Background: an optimization exercise with open tools, aiming at small area and a short achievable clock period. Do not read the settings as production practice.
In this exercise RTL edits were held to simulation tests only and were not proved equivalent to the original.
Power figures rest on the tool's default switching activity, not on a simulated workload.

Design hpm_counters, start of the top module:
module hpm_counters #(
  parameter int XLEN         = 32,
  parameter int CNT_LEN      = 64,
  parameter int N_HPM        = 4,
  parameter int N_EVENTS     = 8,
  parameter int CSR_CMD_LEN  = 3,
  parameter int CSR_ADDR_LEN = 12
) (
  input  logic                    clk,
  input  logic                    reset,
  input  logic [CSR_CMD_LEN-1:0]  cmd,
  input  logic [CSR_ADDR_LEN-1:0] addr,
  input  logic [XLEN-1:0]         wdata,
  input  logic                    retire,
  input  logic [N_EVENTS-1:0]     events,
  output logic [XLEN-1:0]         rdata,
  output logic                    illegal,
  output logic                    ovf_irq
);
Settings: LEC_CHECK=0, CAP_MARGIN=20, CORE_MARGIN=2, CORE_UTILIZATION=30, CTS_BUF_LIST=sky130_fd_sc_hd__clkbuf_4, SETUP_SLACK_MARGIN=4.0, SLEW_MARGIN=20; clock period 10.0 ns.
standard.sh (not shown) runs the stock make flow with config.mk's settings and CLKGATE_MAP_FILE= SYNTH_SCRIPT=/design/flow/synth_recipe.tcl, a recipe that flattens the netlist after the stock synthesis.
==> flow/flow/run.sh <==
#!/bin/bash
set -o pipefail
bash standard.sh MATCH_CELL_FOOTPRINT=0 \
  BUFFER_PORTS_ARGS="-buffer_cell sky130_fd_sc_hd__buf_2" finish > flow_make.log 2>&1
The first run passed the timing, design-rule and antenna checks.
Rerun with:
==> flow/flow/run.sh (replaced) <==
#!/bin/bash
set -o pipefail
bash standard.sh MATCH_CELL_FOOTPRINT=0 \
  BUFFER_PORTS_ARGS="-buffer_cell sky130_fd_sc_hd__buf_1" finish > flow_make.log 2>&1
- CAP_MARGIN: 20 -> 5
- CORE_UTILIZATION: 30 -> 40
- CTS_CLUSTER_DIAMETER: default -> 40
- CTS_CLUSTER_SIZE: default -> 8
- SLEW_MARGIN: 20 -> 5
The changed run produced a clean layout.
Register-to-register slack gets worse by 140 ps.
Worst setup slack gets better by 56 ps.
Die area shrinks by 25%.
Wire length shrinks by 0.78%.
Non-clock buffer count shrinks by 5.
Rerun with:
- CORE_UTILIZATION: 40 -> 30
Effect: Total power falls by 0.60%. Global-route usage shrinks by 7.9 points. Clock-buffer cell count came out lower by 1.
Rerun with:
==> flow/run.sh (new file) <==
#!/bin/bash
# synth_recipe.tcl (not shown) runs the flow's synth.tcl, then flattens the netlist and writes it again
# the make line also repeats each setting of config.mk as NAME=value (left out here)
make -C /OpenROAD-flow-scripts/flow DESIGN_CONFIG=/design/flow/config.mk WORK_HOME=/design/flow/orfs CLKGATE_MAP_FILE= SYNTH_SCRIPT=/design/flow/synth_recipe.tcl finish
- CAP_MARGIN: 5 -> 20
- CTS_CLUSTER_DIAMETER: 40 -> default
- CTS_CLUSTER_SIZE: 8 -> default
- SLEW_MARGIN: 5 -> 20
removed: flow/flow/run.sh
removed: flow/standard.sh
What happened:
- design area is higher by 5.4%
- global-route usage is higher by 1.4 points
- area after synthesis does not change
- worst setup slack gets worse by 30 ps
- sequential power barely changes
- first-iteration DRC count rises by 10%
- via count rose by 3.7%

---

Starting RTL as in the previous note.
==> flow/config.mk <==
export PLATFORM = sky130hd
export DESIGN_NAME = hpm_counters
export DESIGN_NICKNAME = hpm_counters
export VERILOG_FILES = /design/flow/design.v
export SDC_FILE = /design/flow/constraint.sdc
export NUM_CORES = 4
export LEC_CHECK = 0
export CAP_MARGIN = 5
export CORE_MARGIN = 2
export CORE_UTILIZATION = 30
export CTS_BUF_LIST = sky130_fd_sc_hd__clkbuf_4
export CTS_CLUSTER_DIAMETER = 40
export CTS_CLUSTER_SIZE = 8
export GPL_TIMING_DRIVEN = 1
export SETUP_SLACK_MARGIN = 4.0
export SLEW_MARGIN = 5
==> flow/constraint.sdc <==
create_clock -name core_clock -period 10.0 [get_ports {clk}]
set_input_delay 2.0000 -clock core_clock [delete_from_list [all_inputs] [get_ports {clk}]]
set_output_delay 2.0000 -clock core_clock [all_outputs]
set_load 0.01 [all_outputs]
==> flow/flow/run.sh <==
#!/bin/bash
set -o pipefail
bash standard.sh MATCH_CELL_FOOTPRINT=0 \
  BUFFER_PORTS_ARGS="-buffer_cell sky130_fd_sc_hd__buf_1" finish > flow_make.log 2>&1
The baseline completed with no timing, DRC or antenna violations.
Then changed:
GPL_TIMING_DRIVEN = default   (was 1)
SETUP_SLACK_MARGIN = 3.8   (was 4.0)
The new run finished with timing, DRC and antenna clean.
Via count barely changes.
Worst hold slack barely changes.
Die area is unchanged.
Cell area is lower by about 0.6%.
Total power is about the same.
Count of clock-buffer cells in the layout does not change.
Synthesized area stays the same.

---

Starting RTL as in the previous note.
Settings: LEC_CHECK=0, CAP_MARGIN=0, CORE_MARGIN=2, CORE_UTILIZATION=30, CTS_BUF_LIST=sky130_fd_sc_hd__clkbuf_4, CTS_CLUSTER_DIAMETER=40, CTS_CLUSTER_SIZE=8, SETUP_SLACK_MARGIN=4.0, SLEW_MARGIN=0; clock period 10.0 ns.
Scripts as last shown in full above: flow/flow/run.sh
Change:
==> flow/flow/run.sh (replaced) <==
#!/bin/bash
set -o pipefail
bash standard.sh MATCH_CELL_FOOTPRINT=0 REMOVE_ABC_BUFFERS=1 \
  BUFFER_PORTS_ARGS="-buffer_cell sky130_fd_sc_hd__buf_1" finish > flow_make.log 2>&1
CAP_MARGIN = 5   (was 0)
SLEW_MARGIN = 5   (was 0)
After rerunning: Design area came out higher by 1.8%; fmax is lower by 0.69%; synthesized cell count does not change; hold slack gets better by 12 ps.
Change:
==> flow/flow/run.sh (replaced) <==
#!/bin/bash
set -o pipefail
bash standard.sh MATCH_CELL_FOOTPRINT=0 \
  BUFFER_PORTS_ARGS="-buffer_cell sky130_fd_sc_hd__buf_1" finish > flow_make.log 2>&1
CTS_BUF_LIST = sky130_fd_sc_hd__clkbuf_2 sky130_fd_sc_hd__clkbuf_4   (was sky130_fd_sc_hd__clkbuf_4)
CTS_CLUSTER_DIAMETER = 35   (was 40)
CTS_CLUSTER_SIZE = 6   (was 8)
After rerunning: The changed run produced a clean layout; total power drops by 5.0%; flip-flop and latch count is unchanged; die area does not change; hold slack gets worse by 16 ps; combinational power shrinks by about 2%; core utilization decreases by 0.37 points; fmax came out higher by 0.78%; final cell count came out lower by 0.91%.

---

Starting RTL as in the previous note.
export LEC_CHECK = 0
export CAP_MARGIN = 5
export CORE_MARGIN = 2
export CORE_UTILIZATION = 30
export CTS_BUF_LIST = sky130_fd_sc_hd__clkbuf_4
export CTS_CLUSTER_DIAMETER = 40
export CTS_CLUSTER_SIZE = 10
export SETUP_SLACK_MARGIN = 4.0
export SLEW_MARGIN = 5
create_clock -name core_clock -period 10.0 [get_ports {clk}]
==> flow/flow/run.sh <==
#!/bin/bash
set -o pipefail
bash standard.sh MATCH_CELL_FOOTPRINT=0 \
  BUFFER_PORTS_ARGS="-buffer_cell sky130_fd_sc_hd__buf_1" finish > flow_make.log 2>&1
The starting point completed without violations.
Next try:
==> flow/flow/run.sh (replaced) <==
#!/bin/bash
set -o pipefail
bash standard.sh MATCH_CELL_FOOTPRINT=0 \
  BUFFER_PORTS_ARGS="-buffer_cell sky130_fd_sc_hd__buf_2" finish > flow_make.log 2>&1
Settings changed: CAP_MARGIN 5 to 20, CTS_CLUSTER_SIZE 10 to 8, SLEW_MARGIN 5 to 20.
The changed run produced a clean layout.
Cell area goes up by 0.46%.
Die area stays the same.
Sequential cell count stays the same.
Cell count stays flat.
Maximum frequency falls by 0.38%.
Via count hardly moves.
Routed wire length goes up by 1.3%.
First-iteration DRC count goes up by 3.0%.
Total power shrinks by 0.76%.
Synthesized cell count does not change.
Critical path depth is higher by 2.
Next try:
Settings changed: CORE_UTILIZATION 30 to 50.
- core utilization goes up by 23 points
- sequential power is about the same
- combinational power rose by a few percent
- global-route usage climbs by 16 points
- total power came out higher by a few percent
- hold slack is better by 0.032 ns
- worst setup slack loses 0.046 ns
- via count climbs by a few percent
Next try:
==> flow/run.sh (new file) <==
#!/bin/bash
# synth_recipe.tcl (not shown) runs the flow's synth.tcl, then flattens the netlist and writes it again
# the make line also repeats each setting of config.mk as NAME=value (left out here)
make -C /OpenROAD-flow-scripts/flow DESIGN_CONFIG=/design/flow/config.mk WORK_HOME=/design/flow/orfs CLKGATE_MAP_FILE= SYNTH_SCRIPT=/design/flow/synth_recipe.tcl finish
Settings changed: CORE_UTILIZATION 50 to 30, CTS_BUF_LIST sky130_fd_sc_hd__clkbuf_4 to sky130_fd_sc_hd__clkbuf_4 sky130_fd_sc_hd__clkbuf_8, CTS_CLUSTER_DIAMETER 40 to not set, CTS_CLUSTER_SIZE 8 to not set, SETUP_SLACK_MARGIN 4.0 to 3.5.
removed: flow/flow/run.sh
removed: flow/standard.sh
Effect: Area after synthesis is unchanged. Worst setup slack gets worse by 0.49 ns. Register-to-register slack is better by 0.11 ns. Wire length falls by 3.7%. Hold slack gets worse by 0.038 ns. Critical path depth does not change. Cell area increases by 3.2%. Total power went up by 6.9%.

---

hpm_counters again, from the RTL that the note above started with.
export LEC_CHECK = 0
export CAP_MARGIN = 5
export CORE_MARGIN = 2
export CORE_UTILIZATION = 30
export CTS_BUF_LIST = sky130_fd_sc_hd__clkbuf_4
export CTS_CLUSTER_DIAMETER = 40
export CTS_CLUSTER_SIZE = 8
export SETUP_SLACK_MARGIN = 4.0
export SLEW_MARGIN = 5
export TNS_END_PERCENT = 5
create_clock -name core_clock -period 10.0 [get_ports {clk}]
==> flow/flow/run.sh <==
#!/bin/bash
set -o pipefail
bash standard.sh MATCH_CELL_FOOTPRINT=0 \
  BUFFER_PORTS_ARGS="-buffer_cell sky130_fd_sc_hd__buf_1" finish > flow_make.log 2>&1
The baseline finished clean.
Edit:
- SETUP_SLACK_MARGIN: 4.0 -> 4.2
The changed run ran to the end with no violations.
Synthesized area does not change.
Die area stays the same.
Routed wire length is higher by 2.7%.

---

## job 2822
The RTL this note starts from:
==> flow/design.v <==
module hpm_counters #(
  parameter int XLEN         = 32,
  parameter int CNT_LEN      = 64,
  parameter int N_HPM        = 4,
  parameter int N_EVENTS     = 8,
  parameter int CSR_CMD_LEN  = 3,
  parameter int CSR_ADDR_LEN = 12
) (
  input  logic                    clk,
  input  logic                    reset,
  input  logic [CSR_CMD_LEN-1:0]  cmd,
  input  logic [CSR_ADDR_LEN-1:0] addr,
  input  logic [XLEN-1:0]         wdata,
  input  logic                    retire,
  input  logic [N_EVENTS-1:0]     events,
  output logic [XLEN-1:0]         rdata,
  output logic                    illegal,
  output logic                    ovf_irq
);
  localparam int NC = 3 + N_HPM;    
  localparam int EW = 4;            
  localparam int G  = 4;            
  localparam int NG = 64 / G;
  logic [31:0]   cnt_lo [NC];
  logic [31:0]   cnt_hi [NC];
  logic [NC-1:0] inhibit;
  logic [NC-1:0] ovf;
  logic [EW-1:0] evsel [N_HPM];
  logic is_wr, is_w, is_s, is_c;
  assign is_w  = (cmd == 3'd2);
  assign is_s  = (cmd == 3'd3);
  assign is_c  = (cmd == 3'd4);
  assign is_wr = is_w | is_s | is_c;
  logic [NC-1:0] h_lo, h_hi;
  for (genvar i = 0; i < NC; i++) begin : g_h
    assign h_lo[i] = (addr[2:0] == 3'(i)) & ~addr[7];
    assign h_hi[i] = (addr[2:0] == 3'(i)) &  addr[7];
  end
  logic a_b, a_c, a_cnt, a_7;
  assign a_b   = (addr[11:8] == 4'hB);
  assign a_c   = (addr[11:8] == 4'hC);
  assign a_cnt = (addr[6:3] == 4'h0);
  assign a_7   = (addr[2:0] == 3'd7);
  logic v_rd;       
  logic v_wr;       
  assign v_rd = (a_b | (a_c & ~is_wr)) & a_cnt;
  assign v_wr = is_wr & a_b & a_cnt;
  logic [N_HPM-1:0] s_ev;
  logic s_inh, s_ovf, a_3xx;
  assign a_3xx = (addr[11:3] == 9'h064);    
  assign s_inh = a_3xx & (addr[2:0] == 3'd0);
  for (genvar j = 0; j < N_HPM; j++) begin : g_sev
    assign s_ev[j] = a_3xx & (addr[2:0] == 3'(3 + j));
  end
  assign s_ovf = (addr == 12'h7C0);
  logic hit;
  assign hit = ((a_b | a_c) & a_cnt & ~a_7) | s_inh | (|s_ev) | s_ovf;
  assign illegal = (|cmd) & (~hit | (a_c & a_cnt & ~a_7 & is_wr));
  logic [31:0] m_cnt, cur;
  logic [EW-1:0] m_ev;
  logic [NC-1:0] m_small;
  always_comb begin
    m_cnt = '0;
    for (int i = 0; i < NC; i++)
      m_cnt = m_cnt | ({32{h_lo[i]}} & cnt_lo[i]) | ({32{h_hi[i]}} & cnt_hi[i]);
    m_ev = '0;
    for (int j = 0; j < N_HPM; j++)
      m_ev = m_ev | ({EW{s_ev[j]}} & evsel[j]);
  end
  assign m_small = ({NC{s_inh}} & inhibit) | ({NC{s_ovf}} & ovf) | NC'(m_ev);
  assign cur = ({32{v_rd}} & m_cnt) | 32'(m_small);
  assign rdata = cur;
  logic [31:0] nv;
  assign nv = ({32{is_w}} & wdata) | ({32{is_s}} & (cur | wdata)) |
              ({32{is_c}} & cur & ~wdata);
  logic [NC-1:0] ws_lo, ws_hi, w_any;
  assign ws_lo = {NC{v_wr}} & h_lo;
  assign ws_hi = {NC{v_wr}} & h_hi;
  assign w_any = ws_lo | ws_hi;
  logic [N_HPM-1:0] ev_hit;
  for (genvar j = 0; j < N_HPM; j++) begin : g_ev
    logic [15:0] ev_oh;     
    assign ev_oh = 16'd1 << evsel[j];
    assign ev_hit[j] = |(ev_oh[N_EVENTS:1] & events);
  end
  logic [NC-1:0] inc;
  assign inc[0] = ~inhibit[0];
  assign inc[1] = 1'b1;
  assign inc[2] = ~inhibit[2] & retire;
  assign inc[NC-1:3] = ~inhibit[NC-1:3] & ev_hit;
  function automatic logic all_below(input logic [NG-1:0] a, input int g);
    all_below = 1'b1;
    for (int k = 0; k < NG; k++) if (k <= g) all_below = all_below & a[k];
  endfunction
  logic [NC-1:0] wrap;
  for (genvar i = 0; i < NC; i++) begin : g_cnt
    logic [63:0]   q, d;
    logic [NG-1:0] all1;      
    logic [NG:0]   pre;       
    assign q = {cnt_hi[i], cnt_lo[i]};
    for (genvar g = 0; g < NG; g++) begin : g_a
      assign all1[g] = &q[g*G +: G];
    end
    assign pre[0] = 1'b1;
    for (genvar g = 0; g < NG; g++) begin : g_p
      assign pre[g+1] = all_below(all1, g);
    end
    for (genvar g = 0; g < NG; g++) begin : g_grp
      logic [G:0] c;
      assign c[0] = inc[i] & pre[g] & ~w_any[i];
      for (genvar b = 0; b < G; b++) begin : g_b
        assign c[b+1] = c[b] & q[g*G+b];
      end
      assign d[g*G +: G] = q[g*G +: G] ^ c[G-1:0];
    end
    assign wrap[i] = inc[i] & pre[NG] & ~w_any[i];
    always_ff @(posedge clk or negedge reset) begin
      if (!reset) begin
        cnt_lo[i] <= '0;
        cnt_hi[i] <= '0;
      end else begin
        cnt_lo[i] <= ws_lo[i] ? nv : d[31:0];
        cnt_hi[i] <= ws_hi[i] ? nv : d[63:32];
      end
    end
  end
  always_ff @(posedge clk or negedge reset) begin
    if (!reset) begin
      inhibit <= '0;
      ovf     <= '0;
      for (int j = 0; j < N_HPM; j++) evsel[j] <= '0;
    end else begin
      if (is_wr & s_inh) inhibit <= nv[NC-1:0] & 7'b1111101;
      for (int j = 0; j < N_HPM; j++)
        if (is_wr & s_ev[j]) evsel[j] <= nv[EW-1:0];
      ovf <= (((is_wr & s_ovf) ? nv[NC-1:0] : ovf) | wrap) & 7'b1111101;
    end
  end
  assign ovf_irq = |ovf;
endmodule
export LEC_CHECK = 0
export CAP_MARGIN = 20
export CORE_MARGIN = 2
export CORE_UTILIZATION = 30
export CTS_BUF_LIST = sky130_fd_sc_hd__clkbuf_4
export CTS_CLUSTER_DIAMETER = 40
export CTS_CLUSTER_SIZE = 8
export SETUP_SLACK_MARGIN = 4.3
export SLEW_MARGIN = 20
create_clock -name core_clock -period 10.0 [get_ports {clk}]
==> flow/flow/run.sh <==
#!/bin/bash
set -o pipefail
bash standard.sh MATCH_CELL_FOOTPRINT=0 \
  BUFFER_PORTS_ARGS="-buffer_cell sky130_fd_sc_hd__buf_2" finish > flow_make.log 2>&1
Job 2822 went all the way through the flow, and no timing, DRC or antenna check failed.
diff inputs: job 2822 => job 322
# job 2822
export LEC_CHECK = 0
export CAP_MARGIN = 20
export CORE_MARGIN = 2
export CORE_UTILIZATION = 30
export CTS_BUF_LIST = sky130_fd_sc_hd__clkbuf_4
export CTS_CLUSTER_DIAMETER = 40
export CTS_CLUSTER_SIZE = 8
export SETUP_SLACK_MARGIN = 4.3
export SLEW_MARGIN = 20
create_clock -name core_clock -period 10.0 [get_ports {clk}]
# job 322
export LEC_CHECK = 0
export CAP_MARGIN = 5
export CORE_MARGIN = 2
export CORE_UTILIZATION = 30
export CTS_BUF_LIST = sky130_fd_sc_hd__clkbuf_4
export CTS_CLUSTER_DIAMETER = 40
export CTS_CLUSTER_SIZE = 8
export SETUP_SLACK_MARGIN = 4.1
export SLEW_MARGIN = 5
create_clock -name core_clock -period 10.0 [get_ports {clk}]
==> flow/flow/run.sh <==
#!/bin/bash
set -o pipefail
bash standard.sh MATCH_CELL_FOOTPRINT=0 \
  BUFFER_PORTS_ARGS="-buffer_cell sky130_fd_sc_hd__buf_1" finish > flow_make.log 2>&1
Notes after the runs:
- Final setup slack of the worst path (job 322 over job 2822): decrease, 0.080 ns
- Job 2822 vs job 322, cell at the slowest stage of the critical path: nor4bb_4 vs a2111oi_4
- No stage failed in job 322, and the final checks on the layout all came back clean.
- Combinational power is lower on job 322
- Changes observed in job 322 relative to job 2822: multi-input combinational cell count comparable; final standard cell utilization of the core now smaller; non-clock buffer count now smaller; remaining max-slew budget at the tightest pin now smaller.
Modified inputs, job 429 compared to job 322
# job 322
export LEC_CHECK = 0
export CAP_MARGIN = 5
export CORE_MARGIN = 2
export CORE_UTILIZATION = 30
export CTS_BUF_LIST = sky130_fd_sc_hd__clkbuf_4
export CTS_CLUSTER_DIAMETER = 40
export CTS_CLUSTER_SIZE = 8
export SETUP_SLACK_MARGIN = 4.1
export SLEW_MARGIN = 5
create_clock -name core_clock -period 10.0 [get_ports {clk}]
# job 429
export LEC_CHECK = 0
export CAP_MARGIN = 5
export CORE_MARGIN = 2
export CORE_UTILIZATION = 30
export CTS_BUF_LIST = sky130_fd_sc_hd__clkbuf_4
export CTS_CLUSTER_DIAMETER = 40
export CTS_CLUSTER_SIZE = 8
export SETUP_SLACK_MARGIN = 4.0
export SLEW_MARGIN = 5
create_clock -name core_clock -period 10.0 [get_ports {clk}]
==> flow/flow/run.sh <==
#!/bin/bash
set -o pipefail
bash standard.sh MATCH_CELL_FOOTPRINT=0 \
  BUFFER_PORTS_ARGS="-buffer_cell sky130_fd_sc_hd__buf_1" SKIP_GATE_CLONING=1 finish > flow_make.log 2>&1
==> run notes <==
Diff job 429..job 322 | cts-stage hold buffer count | unchanged
Going from job 322 to job 429, overall power after layout moved down; via count now smaller; power attributed to the clock group roughly the same; first-pass GRT wire length shrank by about 1.5%.
The run showing the smaller final core utilization is job 429.
Compared with job 322, in job 429 non-clock buffer count saw a decrease, worst path setup slack after routing went down by 0.10 ns.
Job 429 went all the way through the flow, and no timing, DRC or antenna check failed.
Relative to job 322, the share of the final layout cell area in sequential cells of job 429 is higher by 0.85 points.
> inputs changed (job 429 -> job 5238)
# job 429
export LEC_CHECK = 0
export CAP_MARGIN = 5
export CORE_MARGIN = 2
export CORE_UTILIZATION = 30
export CTS_BUF_LIST = sky130_fd_sc_hd__clkbuf_4
export CTS_CLUSTER_DIAMETER = 40
export CTS_CLUSTER_SIZE = 8
export SETUP_SLACK_MARGIN = 4.0
export SLEW_MARGIN = 5
create_clock -name core_clock -period 10.0 [get_ports {clk}]
# job 5238
export LEC_CHECK = 0
export CAP_MARGIN = 5
export CORE_MARGIN = 2
export CORE_UTILIZATION = 30
export CTS_BUF_LIST = sky130_fd_sc_hd__clkbuf_4
export CTS_CLUSTER_DIAMETER = 40
export CTS_CLUSTER_SIZE = 8
export SETUP_SLACK_MARGIN = 3.9
export SLEW_MARGIN = 5
create_clock -name core_clock -period 10.0 [get_ports {clk}]
==> flow/flow/run.sh <==
#!/bin/bash
set -o pipefail
bash standard.sh MATCH_CELL_FOOTPRINT=0 \
  BUFFER_PORTS_ARGS="-buffer_cell sky130_fd_sc_hd__buf_1" finish > flow_make.log 2>&1
Findings:
Higher power share of the sequential group goes to job 5238 over job 429.
Delta(total power density per cell area, job 5238 - job 429) > 0
Any difference in mux share of post-synthesis cell area between job 5238 and job 429 is small enough to ignore.
Static leakage, job 429 and job 5238: larger value in job 429
Summary of job 5238 over job 429: critical path depth went down; non-clock buffer count dropped 25.
Re number of hold violations in the final report: no difference whatsoever between job 5238 and job 429.
Initial antenna violation count is lower on job 429
Delta (job 5238 minus job 429): fraction of power consumed by combinational cells lost 0.4 points, slack of the critical path now sits lower.

what the ideal ports hide:
The results above use ideal ports. As a check the final layouts listed here were re-extracted and re-timed, cells and wires unchanged.
Step 1 sets driving cells, clkbuf_16 on the clock port and buf_2 on the other inputs (assumed; they add their load-dependent delay and slew).
Step 2 adds t to the input delays and takes it off the output delays; t is the mean of the earliest and latest rising clock arrival at the registers after step 1. Input paths then give back, and output paths get back, about the clock's delay inside the block.
Three values: ideal, step 1, step 2; two values: the first two.
run | shift t [ns] | slack for setup (ns) | hold slack, ns | worst data-port slew with drivers (ns)
the first run of note 1 | 1.056 | 3.944 / 3.776 / 3.196 | 0.533 / 0.533 / 0.533 | 0.28
the second run of note 1 | 0.934 | 4.000 / 3.842 / 3.275 | 0.544 / 0.544 / 0.544 | 0.26
the third run of note 1 | 0.968 | 4.000 / 3.888 / 3.438 | 0.524 / 0.524 / 0.524 | 0.27
the fourth run of note 1 | 1.092 | 3.970 / 3.728 / 3.049 | 0.526 / 0.526 / 0.526 | 0.26
the first run of note 2 | 0.968 | 4.000 / 3.888 / 3.438 | 0.524 / 0.524 / 0.524 | 0.27
the second run of note 2 | 0.974 | 3.770 / 3.703 / 3.036 | 0.522 / 0.522 / 0.522 | 0.06
the first run of note 3 | 0.968 | 4.000 / 3.888 / 3.438 | 0.524 / 0.524 / 0.524 | 0.27
the second run of note 3 | 0.984 | 3.959 / 3.771 / 3.348 | 0.536 / 0.536 / 0.536 | 0.27
the third run of note 3 | 0.991 | 4.005 / 3.868 / 3.410 | 0.520 / 0.520 / 0.520 | 0.23
the first run of note 4 | 0.949 | 4.004 / 3.836 / 3.482 | 0.533 / 0.533 / 0.533 | 0.26
the second run of note 4 | 0.947 | 3.981 / 3.821 / 3.264 | 0.526 / 0.526 / 0.526 | 0.28
the third run of note 4 | 0.977 | 3.934 / 3.843 / 3.372 | 0.558 / 0.558 / 0.558 | 0.25
the fourth run of note 4 | 0.768 | 3.448 / 3.362 / 2.874 | 0.519 / 0.519 / 0.519 | 0.11
the first run of note 5 | 0.962 | 3.941 / 3.864 / 3.370 | 0.523 / 0.523 / 0.523 | 0.10
the second run of note 5 | 0.977 | 4.061 / 3.870 / 3.104 | 0.530 / 0.530 / 0.530 | 0.25
job 2822 | 0.959 | 4.130 / 3.911 / 3.023 | 0.538 / 0.538 / 0.538 | 0.26
job 322 | 0.977 | 4.050 / 3.854 / 3.125 | 0.524 / 0.524 / 0.524 | 0.25
job 429 | 0.960 | 3.947 / 3.896 / 3.337 | 0.523 / 0.523 / 0.523 | 0.09
job 5238 | 0.962 | 3.888 / 3.845 / 3.117 | 0.523 / 0.523 / 0.523 | 0.07
After both steps every run listed still meets setup and hold. The setup slack of job 2822, which loses most, moves by -0.219 ns with the drivers and by -1.107 ns with both steps.
